What follows belongs to an exercise in optimizing a design on an open flow for small area; a production flow would make more cautious choices.
Only simulation tests tie the RTL to the original design; equivalence was not proved.
No activity file was given, so power comes from the tool's default toggle rates.

## design/flow/run.sh

```bash
#!/bin/bash
# synth_recipe.tcl (not shown) runs the flow's synth.tcl, then flattens the netlist and writes it again
# the make line also repeats each setting of config.mk as NAME=value (left out here)
make -C /OpenROAD-flow-scripts/flow DESIGN_CONFIG=/design/flow/config.mk WORK_HOME=/design/flow/orfs CLKGATE_MAP_FILE= SYNTH_SCRIPT=/design/flow/synth_recipe.tcl finish
```

## design/flow/design.v

```verilog
package fir_pkg;
    localparam int unsigned DEF_FILTER_IN_BITS     = 16;
    localparam int unsigned DEF_NUMBER_OF_TAPS     = 64;
    localparam int unsigned DEF_NUMBER_OF_CHANNELS = 2;
    localparam int unsigned DEF_TAP_BITS           = $clog2(DEF_NUMBER_OF_TAPS);
    localparam int unsigned DEF_CH_BITS            =
        (DEF_NUMBER_OF_CHANNELS > 1) ? $clog2(DEF_NUMBER_OF_CHANNELS) : 1;
    typedef logic signed [DEF_FILTER_IN_BITS-1:0] sample_t;
    typedef logic [DEF_TAP_BITS-1:0]              tap_idx_t;
    typedef logic [DEF_CH_BITS-1:0]               chan_t;
    typedef enum logic {
        IDLE  = 1'b0,
        SWEEP = 1'b1
    } state_t;
    function automatic int unsigned tap_addr(input int unsigned base,
                                             input int unsigned k,
                                             input int unsigned n);
        if (base >= k) tap_addr = base - k;
        else tap_addr = base + n - k;
    endfunction
endpackage
module tap_sweep_counter #(
    parameter int unsigned IDX_BITS = 6
) (
    input  logic                clk,
    input  logic                rst,
    input  logic                clk_enable,
    input  logic                start,
    input  logic [IDX_BITS-1:0] limit,
    output logic [IDX_BITS-1:0] count,
    output logic                last_c,
    output logic                first_c
);
    always_ff @(posedge clk) begin
        if (rst) begin
            count <= '0;
        end else if (clk_enable) begin
            if (start) begin
                count <= '0;
            end else if (count != limit) begin
                count <= count + IDX_BITS'(1);
            end
        end
    end
    assign last_c  = (count == limit);
    assign first_c = (count == '0);
endmodule
module mc_delay_pipeline
#(
    parameter int unsigned FILTER_IN_BITS     = 16,
    parameter int unsigned NUMBER_OF_TAPS     = 64,
    parameter int unsigned NUMBER_OF_CHANNELS = 2,
    localparam int unsigned CH_BITS  = (NUMBER_OF_CHANNELS > 1) ? $clog2(NUMBER_OF_CHANNELS) : 1,
    localparam int unsigned IDX_BITS = $clog2(NUMBER_OF_TAPS)
) (
    input  logic                             clk,
    input  logic                             rst,
    input  logic                             clk_enable,
    input  logic                             in_valid,
    output logic                             in_ready,
    input  logic [CH_BITS-1:0]               in_channel,
    input  logic signed [FILTER_IN_BITS-1:0] filter_in,
    output logic signed [FILTER_IN_BITS-1:0] delay_filter_in,
    output logic                             tap_valid,
    output logic [IDX_BITS-1:0]              current_count,
    output logic                             phase_min,
    output logic                             tap_last,
    output logic [CH_BITS-1:0]               tap_channel,
    output logic                             chan_err
);
    localparam int unsigned SWEEP_LEN = NUMBER_OF_TAPS;
    localparam logic [IDX_BITS-1:0] LAST_IDX  = IDX_BITS'(NUMBER_OF_TAPS - 1);
    localparam logic [IDX_BITS-1:0] SWEEP_LIM = IDX_BITS'(SWEEP_LEN - 1);
    logic signed [FILTER_IN_BITS-1:0] hist [NUMBER_OF_CHANNELS][NUMBER_OF_TAPS];
    logic [IDX_BITS-1:0]              wr_ptr [NUMBER_OF_CHANNELS];
    logic [IDX_BITS-1:0]              base;
    logic [CH_BITS-1:0]               sweep_ch;
    fir_pkg::state_t                  state;
    logic                chan_ok;
    logic                accept;
    logic                start;
    logic [IDX_BITS-1:0] count;
    logic                last_c;
    logic                first_c;
    logic [IDX_BITS-1:0] rd_addr;
    assign in_ready = (state == fir_pkg::IDLE);
    assign chan_ok  = (32'(in_channel) < NUMBER_OF_CHANNELS);
    assign accept   = in_valid && in_ready && clk_enable;
    assign start    = accept && chan_ok;
    assign rd_addr = IDX_BITS'(fir_pkg::tap_addr(32'(base), 32'(count), NUMBER_OF_TAPS));
    tap_sweep_counter #(
        .IDX_BITS (IDX_BITS)
    ) u_counter (
        .clk        (clk),
        .rst        (rst),
        .clk_enable (clk_enable),
        .start      (start),
        .limit      (SWEEP_LIM),
        .count      (count),
        .last_c     (last_c),
        .first_c    (first_c)
    );
    always_ff @(posedge clk) begin
        if (rst) begin
            state           <= fir_pkg::IDLE;
            base            <= '0;
            sweep_ch        <= '0;
            delay_filter_in <= '0;
            tap_valid       <= 1'b0;
            current_count   <= '0;
            phase_min       <= 1'b0;
            tap_last        <= 1'b0;
            tap_channel     <= '0;
            chan_err        <= 1'b0;
            for (int c = 0; c < NUMBER_OF_CHANNELS; c++) begin
                wr_ptr[c] <= '0;
                for (int t = 0; t < NUMBER_OF_TAPS; t++) begin
                    hist[c][t] <= '0;
                end
            end
        end else if (clk_enable) begin
            chan_err <= 1'b0;
            case (state)
                fir_pkg::IDLE: begin
                    tap_valid <= 1'b0;
                    tap_last  <= 1'b0;
                    phase_min <= 1'b0;
                    if (in_valid) begin
                        if (chan_ok) begin
                            hist[in_channel][wr_ptr[in_channel]] <= filter_in;
                            wr_ptr[in_channel] <= (wr_ptr[in_channel] == LAST_IDX) ?
                                                  '0 : wr_ptr[in_channel] + IDX_BITS'(1);
                            base     <= wr_ptr[in_channel];
                            sweep_ch <= in_channel;
                            state    <= fir_pkg::SWEEP;
                        end else begin
                            chan_err <= 1'b1;
                        end
                    end
                end
                fir_pkg::SWEEP: begin
                    delay_filter_in <= hist[sweep_ch][rd_addr];
                    current_count <= count;
                    tap_valid     <= 1'b1;
                    tap_last      <= last_c;
                    phase_min     <= first_c;
                    tap_channel   <= sweep_ch;
                    if (last_c) begin
                        state <= fir_pkg::IDLE;
                    end
                end
                default: state <= fir_pkg::IDLE;
            endcase
        end
    end
endmodule
```

## design/flow/config.mk

```make
export PLATFORM = sky130hd
export DESIGN_NAME = mc_delay_pipeline
export DESIGN_NICKNAME = mc_delay_pipeline
export VERILOG_FILES = /design/flow/design.v
export SDC_FILE = /design/flow/constraint.sdc
export NUM_CORES = 4
export LEC_CHECK = 0
export CAP_MARGIN = 20
export CORE_MARGIN = 2
export CORE_UTILIZATION = 45
export SLEW_MARGIN = 20
```

## design/flow/constraint.sdc

```tcl
create_clock -name core_clock -period 5.0 [get_ports {clk}]
set_input_delay 1.0000 -clock core_clock [delete_from_list [all_inputs] [get_ports {clk}]]
set_output_delay 1.0000 -clock core_clock [all_outputs]
set_load 0.01 [all_outputs]
```

==> flow_summary_export.csv <==
group,metric,value,unit
outcome,status,"no timing/DRC/antenna violations",
worst_setup_path,rrSetupSlack,330,ps
pwr,p_sw_share,26.9,%
synth,syn_area_per_cell,15.1,um2
routing,num_vias,54200,
clock_network,post_cts_resized,0,
synth,synth_area,97200,um2
synth,synth-seq-cells,2100,
die,io_pins,49,
worst_setup_path,cp_slowest_cell,"fa_4",
clock_network,clock_path_buffers,3,
clock_network,clockRootBuffer,"clkbuf_16",
pwr,p_sw,11.5,mW
synth,synth.distinct_cells,72,
routing,finalWirelength,274,mm
die,dieArea,220000,um2
die,start_util,45.3,%
pwr,p_int,31.2,mW
placed_design,gp_congestion,0.932,
worst_setup_path,path_class,"flip-flop to flip-flop",
timing,fmax,214,MHz
synth,synth-edff-count,2048,
layout,multi_input_area,31900,um2
timing,fin_hold_ws,458,ps
die,die_x,469,um
placed_design,portBuffers,47,
layout,final_cells,9438,
hold_path,hold_path_depth,2,
synth,yosys_warnings,3,
worst_setup_path,r2r_end,"delay_filter_in[4]",
placed_design,post-place-ws,379,ps
routing,viasPerCell,5.74,
clock_network,cts_inserted_buffers,217,
layout,drive_gt1_share,19.8,%
global_route,antenna_found_initial,12,
worst_setup_path,crit_required,5710,ps
timing,slew-limit-headroom,28.6,%
layout,fin_util,50.2,%
worst_setup_path,arrival,5390,ps
worst_setup_path,worst_setup_path_end_kind,"flip-flop",
placed_design,dp_hpwl,172,mm
clock_network,clk_latency,870,ps
timing,fin_crit_sh,93.4,%
pwr,p_leak,38.2,nW
synth,synth-main-ff-cell,"edfxtp_1",
placed_design,placed_cells,9037,
layout,stdcell_area,108000,um2
routing,drcViolationCount,0,
global_route,track_usage,25.0,%
synth,yosysSeqAreaShare,64.3,%
worst_setup_path,worstReg2RegStart,"u_counter.count[0]",
routing,first_pass_iters,5,
synth,netlist_instances,6459,
timing,fin_crit,4670,ps
synth,async_flop_share,0,%
synth,mappedNetlistNets,6489,
worst_setup_path,rr_worst_depth,12,
pwr,peakVddDrop,0.000406,V
pwr,finalPower,42.6,mW
clock_network,path_clk_slew,60,ps
layout,layout.nets,6448,
hold_path,hp-start,"current_count[4]",
timing,hold_violations,0,
timing,skew,44.0,ps
placed_design,postPlaceCellArea,101000,um2
worst_setup_path,slowest_delay,1020,ps
global_route,grt_pass1_vias,54800,
timing,setup_violations,0,
clock_network,post_cts_buffers,0,
run,maxCapViolCount,0,
clock_network,hold_buffers,0,
layout,nFillCells,17800,
global_route,overflow,0,
global_route,grt_max_degree,130,
worst_setup_path,path_cells,"ha_4, inv_1, fa_4, buf_12, buf_12, buf_4, mux4_1, mux2i_1, mux2i_1, a32o_1, a21oi_1, o22ai_1",
timing,setup_tns,0,ps
timing,rsz0062_at_grt,"false",
routing,drtAntennaViolNets,0,
clock_network,clock-sinks,2100,
worst_setup_path,cp-start-kind,"flip-flop",
timing,worst_slack,328,ps
die,fp-row-count,170,
pwr,pwr-share-seq,47.6,%
timing,final_max_slew_viol_count,0,
die,core-area,215000,um2
clock_network,ctsHtreeMaxLevel,4,
layout,seq_area,62500,um2
hold_path,hold_class,"flip-flop to flip-flop",
global_route,grt_first_pass_wirelength,395,mm
worst_setup_path,crit_fanout,19,
pwr,powerDensity,396,nW/um2
routing,drtIter0Drc,5821,
pwr,combPwrFrac,15.9,%
pwr,clockPowerShare,36.6,%
hold_path,whs_endpoint,"current_count[4]",
timing,tightest_slew,1070,ps
layout,syn2layout_area_growth,10.8,%
routing,wl_per_cell,29.1,um
clock_network,tritoncts,"yes",
die,die_y,469,um
sequential cells by signal, summed over array words and instances, names as in the netlist:
register / count
base: 6
current_count: 6
delay_filter_in: 16
hist: 2048
phase_min: 1
state: 1
sweep_ch: 1
tap_channel: 1
tap_last: 1
tap_valid: 1
u_counter.count: 6
wr_ptr: 12
cells by family after synthesis:
| group | synth area share [%] |
|---|---|
| xor gates and xnor gates | 0.142 |
| muxes | 13.8 |
| buffers and inverters | 3.01 |
| other | 0.00386 |
| and+or+nand+nor | 17.0 |
| AOI/OAI and AO/OA | 1.65 |
| adders and majority gates | 0.124 |
| DFF | 64.3 |
power groups by stage:
stage | clock network [mW] | logic [mW] | registers (mW)
after floorplan | 0 | 4.13 | 20.5
after global placement | 0 | 6.75 | 20.6
after detailed placement | 0 | 6.77 | 20.7
after CTS | 15.8 | 6.78 | 20.3
after global routing | 16.4 | 7.01 | 20.3
final | 15.6 | 6.77 | 20.3
cells in the mapped netlist (52+ instances only):
library cell  instances  area, um2
mux4_2              494      11100
a21oi_1              60        300
or2_2               128        801
buf_2                82        410
nand2_1             297       1110
nor2_1              131        492
edfxtp_1           2048      61500
mux2i_1             145       1450
nand3_1             122        611
and2_1             2052      12800
clkbuf_1            399       1500
dfxtp_1              52       1040
area by class of cell:
cell class | count | area share [%]
diodes | 4 | 0.00929
clock buffers | 276 | 5.35
clock inverters | 121 | 0.875
inverters | 14 | 0.0488
multi-input cells | 3757 | 29.6
flip-flops and latches | 2100 | 58.1
well taps | 2838 | 3.30
repair buffers | 328 | 2.77
layout by cell type, fill, tap and decap left out, types with 52 or more instances in the layout:
| master | synthesis | final |
|---|---|---|
| mux2i_1 | 145 | 145 |
| nor2_1 | 131 | 129 |
| clkbuf_16 | 0 | 220 |
| and2_1 | 2052 | 2052 |
| nand3_1 | 122 | 119 |
| dfxtp_1 | 52 | 52 |
| edfxtp_1 | 2048 | 2048 |
| or2_2 | 128 | 128 |
| buf_4 | 41 | 262 |
| a21oi_1 | 60 | 60 |
| mux4_2 | 494 | 494 |
| nand2_1 | 297 | 296 |
worst max-delay path, delay by kind of cell (launching register included):
family                   cells  cell delay [ps]
multiplexers                 3              830
flip-flops                   1              490
AO/OA/AOI/OAI                3             1140
buffers and inverters        4              810
adder cells (fa/ha/maj)      2             1200
layer usage:
layer	up-vias	wire, um	track usage [%]
met5	-	21	0
met4	4	11700	9.68
met3	445	19200	4.37
met2	2017	130000	39.9
met1	28200	113000	34.3
li1	23500	-	-
worst max-delay path by stage:
stage                  startpoint                   to  slack (ps)  depth (start not counted)
2_1_floorplan       in_channel[0]          hist[56][0]        2030                          8
3_3_place_gp   u_counter.count[0]  delay_filter_in[10]         410                         13
3_5_place_dp   u_counter.count[0]  delay_filter_in[10]         380                         13
4_1_cts        u_counter.count[0]  delay_filter_in[10]         340                         13
5_1_grt        u_counter.count[0]  delay_filter_in[14]         270                         12
6_report       u_counter.count[0]   delay_filter_in[4]         330                         12

re-timing with driven ports:
In the flow no input, the clock included, has a driving cell. The finished layout below was timed again as built, in two steps.
Step 1 (the two cells are an assumption about what drives the block):
set clk [get_ports {clk}]
set_driving_cell -lib_cell sky130_fd_sc_hd__clkbuf_16 $clk
set_driving_cell -lib_cell sky130_fd_sc_hd__buf_2 [delete_from_list [all_inputs] $clk]
Step 2 also shifts input and output timing later by t, the mid clock arrival at the registers, as if the neighbouring blocks saw the same clock.
a / b / c = ideal ports / drivers / drivers and shift; a / b = the first two.
shift t [ns]: 0.945
slack for setup (ns): 0.328 / 0.328 / 0.328
slew at the worst register clock pin (ns): 0.07 / 0.07
cell pins on the clock port's net: 1
After both steps setup and hold are still met in this run. For this run, drivers alone change the setup slack by 0.000 ns; drivers and shift together by 0.000 ns.
